What follows belongs to an exercise in optimizing a design on an open flow for small area, a short achievable clock period and few clock cycles; a production flow would make more cautious choices.
Only simulation tests tie the RTL to the original design; equivalence was not proved.
The flow treats the clock pin as an ideal source, which a real chip does not have.
Power and IR drop assume default switching activity.

==> flow/design.v <==
module pipe_delay #(
  parameter int WIDTH = 1,
  parameter int DEPTH = 1
) (
  input  logic             clk,
  input  logic             xrst,
  input  logic [WIDTH-1:0] din,
  output logic [WIDTH-1:0] dout
);
  logic [WIDTH-1:0] stage [DEPTH];
  always_ff @(posedge clk) begin
    if (!xrst) begin
      for (int i = 0; i < DEPTH; i++) begin
        stage[i] <= '0;
      end
    end else begin
      stage[0] <= din;
      for (int i = 1; i < DEPTH; i++) begin
        stage[i] <= stage[i-1];
      end
    end
  end
  assign dout = stage[DEPTH-1];
endmodule
module line_mem (
  input  logic        clk,
  input  logic [4:0]  sel,
  input  logic [15:0] din,
  output logic [15:0] dout
);
  logic [15:0] s1;
  logic [15:0] s2  [2];
  logic [15:0] s4  [4];
  logic [15:0] s8  [8];
  logic [15:0] s12 [12];
  logic [15:0] m1, m2, m4, m8, r1, r2;
  always_ff @(posedge clk) begin
    s1 <= din;
    s2[0] <= m1;
    for (int i = 1; i < 2; i++) s2[i] <= s2[i-1];
    r1 <= m2;
    s4[0] <= r1;
    for (int i = 1; i < 4; i++) s4[i] <= s4[i-1];
    s8[0] <= m4;
    for (int i = 1; i < 8; i++) s8[i] <= s8[i-1];
    r2 <= m8;
    s12[0] <= r2;
    for (int i = 1; i < 12; i++) s12[i] <= s12[i-1];
  end
  assign m1   = sel[0] ? s1      : din;
  assign m2   = sel[1] ? s2[1]   : m1;
  assign m4   = sel[2] ? s4[3]   : r1;
  assign m8   = sel[3] ? s8[7]   : m4;
  assign dout = sel[4] ? s12[11] : r2;
endmodule
module window_shift (
  input  logic          clk,
  input  logic [15:0]   pixel,
  input  logic [4:0]    sel1,       
  input  logic [4:0]    sel0,
  input  logic [8:0]    tap_en,     
  output logic [143:0]  win         
);
  logic [15:0] w [9];               
  logic [15:0] u2, u1, u0;          
  logic [15:0] a1, a2, b1, b2;      
  logic [15:0] y1, y0;
  line_mem line1 (.clk(clk), .sel(sel1), .din(a2), .dout(y1));
  line_mem line0 (.clk(clk), .sel(sel0), .din(b2), .dout(y0));
  always_ff @(posedge clk) begin
    u2 <= pixel;
    a1 <= u2;
    a2 <= a1;
    u1 <= y1;
    b1 <= u1;
    b2 <= b1;
    u0 <= y0;
    w[8] <= tap_en[8] ? pixel : 16'd0;
    w[7] <= tap_en[7] ? u2    : 16'd0;
    w[6] <= tap_en[6] ? a1    : 16'd0;
    w[5] <= tap_en[5] ? y1    : 16'd0;
    w[4] <= tap_en[4] ? u1    : 16'd0;
    w[3] <= tap_en[3] ? b1    : 16'd0;
    w[2] <= tap_en[2] ? y0    : 16'd0;
    w[1] <= tap_en[1] ? u0    : 16'd0;
    w[0] <= tap_en[0] ? w[1]  : 16'd0;
  end
  always_comb begin
    for (int t = 0; t < 9; t++)
      win[t*16 +: 16] = w[t];
  end
endmodule
module linebuf_ctrl (
  input  logic        clk,
  input  logic        xrst,
  input  logic [5:0]  img_size,
  input  logic [5:0]  fil_size,
  input  logic [5:0]  pad_size,
  input  logic        req,
  output logic        ack,
  output logic        ready,
  output logic [4:0]  sel1,
  output logic [4:0]  sel0,
  output logic [8:0]  tap_en,       
  output logic        start,
  output logic        valid,
  output logic        stop
);
  logic       pend_v;
  logic [4:0] pend_n1;             
  logic       pend_f1, pend_f2, pend_p1;
  logic       pend_wide;           
  logic       in_busy;
  logic [4:0] in_n1;               
  logic [4:0] in_per1;             
  logic [2:0] in_bub;              
  logic       in_f1, in_f2, in_p1;
  logic [5:0] in_r;                
  logic       in_r5;               
  logic [4:0] icol, irow;          
  logic       coll, rowl, in_last;
  logic [5:0] hold;                
  logic [6:0] timer;               
  logic [4:0] sdly;
  logic       take, go, fire;
  logic [6:0] d0p1;
  logic       tle1, hle6;          
  logic       o_act;
  logic [4:0] wr, wc;              
  logic [4:0] o_per1;
  logic [2:0] o_vb;                
  logic [2:0] o_bub1;              
  logic       o_p1, o_last, o_n1is0;
  logic       wcl, r0m, r2m, c0m, c2m;
  logic       e_start, e_valid, e_stop;
  assign take      = req && ack;
  assign in_last   = coll && rowl;
  assign go        = pend_v && (!in_busy || in_last) && tle1 &&
                     ((in_busy && in_last) ? in_r5 : hle6);
  assign fire      = timer == 7'd1;
  assign d0p1      = pend_f1 ? 7'd7 :
                     !pend_wide ? (pend_p1 ? 7'd7 : 7'd13) :
                     pend_p1    ? {2'b0, pend_n1} + 7'd3 : {1'b0, pend_n1, 1'b0} + 7'd5;
  always_ff @(posedge clk) begin
    if (!xrst) begin
      pend_v  <= 1'b0;
      ack     <= 1'b1;
      in_busy <= 1'b0;
      ready   <= 1'b0;
      hold    <= '0;
      timer   <= '0;
      tle1    <= 1'b1;
      hle6    <= 1'b1;
      sdly    <= '0;
    end else begin
      if (take) begin
        pend_v <= 1'b1;
        ack    <= 1'b0;
      end else if (go) begin
        pend_v <= 1'b0;
        ack    <= 1'b1;
      end
      if (go) begin
        in_busy <= 1'b1;
        ready   <= 1'b1;
      end else if (in_busy && in_last) begin
        in_busy <= 1'b0;
        ready   <= 1'b0;
      end else if (in_busy) begin
        ready   <= coll || (ready && icol != 5'(in_bub));
      end
      if (in_busy && in_last) begin
        hold <= in_r;
        hle6 <= in_r <= 6'd6;
      end else begin
        if (hold != '0)
          hold <= hold - 1'b1;
        hle6 <= hold <= 6'd7;
      end
      if (go) begin
        timer <= d0p1;
        tle1  <= 1'b0;
      end else begin
        if (timer != '0)
          timer <= timer - 1'b1;
        tle1 <= timer <= 7'd2;
      end
      sdly <= {sdly[3:0], go};
    end
  end
  always_ff @(posedge clk) begin
    if (take) begin
      pend_n1   <= 5'(img_size - 6'd1);
      pend_wide <= fil_size[1:0] == 2'd1 || img_size >= 6'd5;
      pend_f1 <= fil_size[1:0] == 2'd1;
      pend_f2 <= fil_size[1:0] == 2'd2;
      pend_p1 <= pad_size[0];
    end
  end
  always_ff @(posedge clk) begin
    if (go) begin
      in_n1   <= pend_n1;
      in_per1 <= pend_wide ? pend_n1 : 5'd4;
      in_bub  <= pend_wide ? 3'd0 : 3'(3'd4 - pend_n1[2:0]);
      in_f1   <= pend_f1;
      in_f2   <= pend_f2;
      in_p1   <= pend_p1;
      in_r    <= pend_f1 ? 6'd7 : (pend_p1 || pend_f2) ? {1'b0, pend_n1} + 6'd3 : 6'd1;
      in_r5   <= !pend_f1 && ((!pend_p1 && !pend_f2) || pend_n1 <= 5'd2);
      icol    <= pend_wide ? pend_n1 : 5'd4;
      irow    <= pend_n1;
      coll    <= pend_f1 && pend_n1 == '0;
      rowl    <= pend_n1 == '0;
    end else if (in_busy) begin
      if (coll) begin
        icol <= in_per1;
        irow <= irow - 1'b1;
        coll <= in_per1 == '0;
        rowl <= irow == 5'd1;
      end else begin
        icol <= icol - 1'b1;
        coll <= icol == 5'd1;
      end
    end
  end
  always_ff @(posedge clk) begin
    if (sdly[3])
      sel1 <= (in_f1 || in_n1 <= 5'd4) ? 5'd0 :
              in_n1[4] ? {1'b1, in_n1[3:0]} : {1'b0, in_n1[3:2] - 2'd1, in_n1[1:0]};
    if (sdly[4])
      sel0 <= sel1;
  end
  assign o_last = wr == '0 && wc == 5'(o_vb);
  always_ff @(posedge clk) begin
    if (!xrst) begin
      o_act   <= 1'b0;
      e_start <= 1'b0;
      e_valid <= 1'b0;
      e_stop  <= 1'b0;
      start   <= 1'b0;
      valid   <= 1'b0;
      stop    <= 1'b0;
    end else begin
      if (fire) begin
        o_act   <= 1'b1;
        e_start <= 1'b1;
        e_valid <= 1'b1;
        e_stop  <= 1'b0;
      end else if (o_act) begin
        e_start <= 1'b0;
        if (o_last) begin
          o_act   <= 1'b0;
          e_valid <= 1'b0;
          e_stop  <= 1'b1;
        end else begin
          e_valid <= wcl || (e_valid && wc != 5'(o_vb));
        end
      end else begin
        e_start <= 1'b0;
        e_valid <= 1'b0;
        e_stop  <= 1'b0;
      end
      start <= e_start;
      valid <= e_valid;
      stop  <= e_stop;
    end
  end
  always_ff @(posedge clk) begin
    if (fire) begin
      wr      <= (in_f1 || in_p1) ? in_n1 : in_f2 ? 5'(in_n1 - 1'b1) : 5'(in_n1 - 2'd2);
      wc      <= in_per1;
      o_per1  <= in_per1;
      o_vb    <= in_bub + ((in_f1 || in_p1) ? 3'd0 : in_f2 ? 3'd1 : 3'd2);
      o_bub1  <= in_bub + 1'b1;
      o_n1is0 <= in_n1 == '0;
      wcl     <= in_per1 == '0;
      r0m     <= 1'b1;
      r2m     <= in_n1 == '0;
      c0m     <= 1'b1;
      c2m     <= in_n1 == '0;
      o_p1    <= in_p1;
    end else if (wcl) begin
      wc  <= o_per1;
      wr  <= wr - 1'b1;
      wcl <= o_per1 == '0;
      r0m <= 1'b0;
      r2m <= wr == 5'd1;
      c0m <= 1'b1;
      c2m <= o_n1is0;
    end else begin
      wc  <= wc - 1'b1;
      wcl <= wc == 5'd1;
      c0m <= 1'b0;
      c2m <= wc == 5'(o_bub1);
    end
  end
  always_comb begin
    for (int r = 0; r < 3; r++)
      for (int c = 0; c < 3; c++)
        tap_en[r*3+c] = !(o_act && o_p1 &&
                          ((r == 0 && r0m) || (r == 2 && r2m) ||
                           (c == 0 && c0m) || (c == 2 && c2m)));
  end
endmodule
module linebuf_pad_top (
  input  logic          clk,
  input  logic          xrst,
  input  logic [5:0]    img_size,
  input  logic [5:0]    fil_size,
  input  logic [5:0]    pad_size,
  input  logic          req,
  input  logic [15:0]   pixel,
  output logic          ack,
  output logic          ready,
  output logic [143:0]  win,      
  output logic          start,
  output logic          valid,
  output logic          stop
);
  logic [4:0] sel1, sel0;
  logic [8:0] tap_en;
  linebuf_ctrl ctrl_unit (
    .clk      (clk),
    .xrst     (xrst),
    .img_size (img_size),
    .fil_size (fil_size),
    .pad_size (pad_size),
    .req      (req),
    .ack      (ack),
    .ready    (ready),
    .sel1     (sel1),
    .sel0     (sel0),
    .tap_en   (tap_en),
    .start    (start),
    .valid    (valid),
    .stop     (stop)
  );
  window_shift win_shift (
    .clk      (clk),
    .pixel    (pixel),
    .sel1     (sel1),
    .sel0     (sel0),
    .tap_en   (tap_en),
    .win      (win)
  );
endmodule
clock: 6.0 ns
lec_check: 0
cap_margin: 20
core_margin: 2
core_utilization: 72
cts_buf_list: sky130_fd_sc_hd__clkbuf_16
cts_cluster_diameter: 80
cts_cluster_size: 30
setup_slack_margin: 4.0
slew_margin: 20
standard.sh (not shown) runs the stock make flow with config.mk's settings and CLKGATE_MAP_FILE= SYNTH_SCRIPT=/design/flow/synth_recipe.tcl, a recipe that flattens the netlist after the stock synthesis.
==> flow/flow/run.sh <==
#!/bin/bash
set -euo pipefail
bash standard.sh cts > log_1_to_cts.txt 2>&1
openroad -no_init -exit flow/skiproot.tcl > log_2_skiproot.txt 2>&1
bash standard.sh finish > log_3_to_finish.txt 2>&1
==> flow/flow/skiproot.tcl <==
# Remove the clock tree's root buffer: the clock port net takes over its loads.
set odb orfs/results/sky130hd/linebuf_pad_top/base/4_cts.odb
read_db $odb
set block [ord::get_db_block]
set port [$block findBTerm clk]
set clknet [$port getNet]
set iterms [$clknet getITerms]
if {[llength $iterms] != 1} {
  puts "clock port drives [llength $iterms] pins; left as is"
} else {
  set root [[lindex $iterms 0] getInst]
  set rname [$root getName]
  set rout [$root findITerm X]
  set onet [$rout getNet]
  set loads {}
  foreach it [$onet getITerms] {
    if {[$it isInputSignal]} { lappend loads $it }
  }
  if {[llength $loads] > 4} {
    puts "root drives [llength $loads] pins; left as is"
  } else {
    foreach it $loads {
      $it disconnect
      $it connect $clknet
    }
    [$root findITerm A] disconnect
    $rout disconnect
    odb::dbInst_destroy $root
    odb::dbNet_destroy $onet
    puts "removed root $rname; clock port drives [llength $loads] buffers"
  }
}
write_db $odb
Testbench counts at the start, summed over its fixed seeds: cycles 22,692.
Then changed:
--- a/flow/design.v
+++ b/flow/design.v
@@ -116,5 +116,4 @@
   logic [2:0] in_bub;              
   logic       in_f1, in_f2, in_p1;
-  logic [5:0] in_r;                
   logic       in_r5;               
   logic [4:0] icol, irow;          
@@ -171,6 +170,6 @@
       end
       if (in_busy && in_last) begin
-        hold <= in_r;
-        hle6 <= in_r <= 6'd6;
+        hold <= in_f1 ? 6'd7 : (in_p1 || in_f2) ? {1'b0, in_n1} + 6'd3 : 6'd1;
+        hle6 <= !in_f1 && ((!in_p1 && !in_f2) || in_n1 <= 5'd3);
       end else begin
         if (hold != '0)
@@ -206,5 +205,4 @@
       in_f2   <= pend_f2;
       in_p1   <= pend_p1;
-      in_r    <= pend_f1 ? 6'd7 : (pend_p1 || pend_f2) ? {1'b0, pend_n1} + 6'd3 : 6'd1;
       in_r5   <= !pend_f1 && ((!pend_p1 && !pend_f2) || pend_n1 <= 5'd2);
       icol    <= pend_wide ? pend_n1 : 5'd4;
Result:
- power hardly moves
- routed wire length is about the same
- design area barely changes
- hold slack gets worse by 0.0085 ns
- via count hardly moves
- register-to-register slack hardly moves
- sequential share of layout area falls by 0.31 points
- non-clock buffer count falls by 7
- critical path depth is unchanged
- clock skew hardly moves
Testbench counts after the change, summed over its fixed seeds: cycles 22,692.

separate check: timing with driven ports:
The flow's constraints put no driver on any port. The routed layouts listed below were extracted and timed again, unchanged, in two steps.
Step 1: set_driving_cell puts a clkbuf_16 on clk and a buf_2 on each other input, an assumption about the parent block.
Step 2 adds t to the input delays and takes it off the output delays; t is the mean of the earliest and latest rising clock arrival at the registers after step 1. Input paths then give back, and output paths get back, about the clock's delay inside the block.
Three values: no drivers, after step 1, after step 2; two values: the first two.
run	t (ns)	setup slack, ns	hold slack, ns	worst setup path at the end	latest minus earliest clock arrival (ns)
the first run	0.540	3.876 / 3.757 / 3.659	0.324 / 0.324 / 0.324	input to register	0.024 / 0.023
the second run	0.546	3.878 / 3.761 / 3.650	0.316 / 0.316 / 0.316	input to register	0.017 / 0.018
After both steps setup and hold are still met in every run listed. For the second run, which loses most, drivers alone change the setup slack by -0.117 ns; drivers and shift together by -0.228 ns.
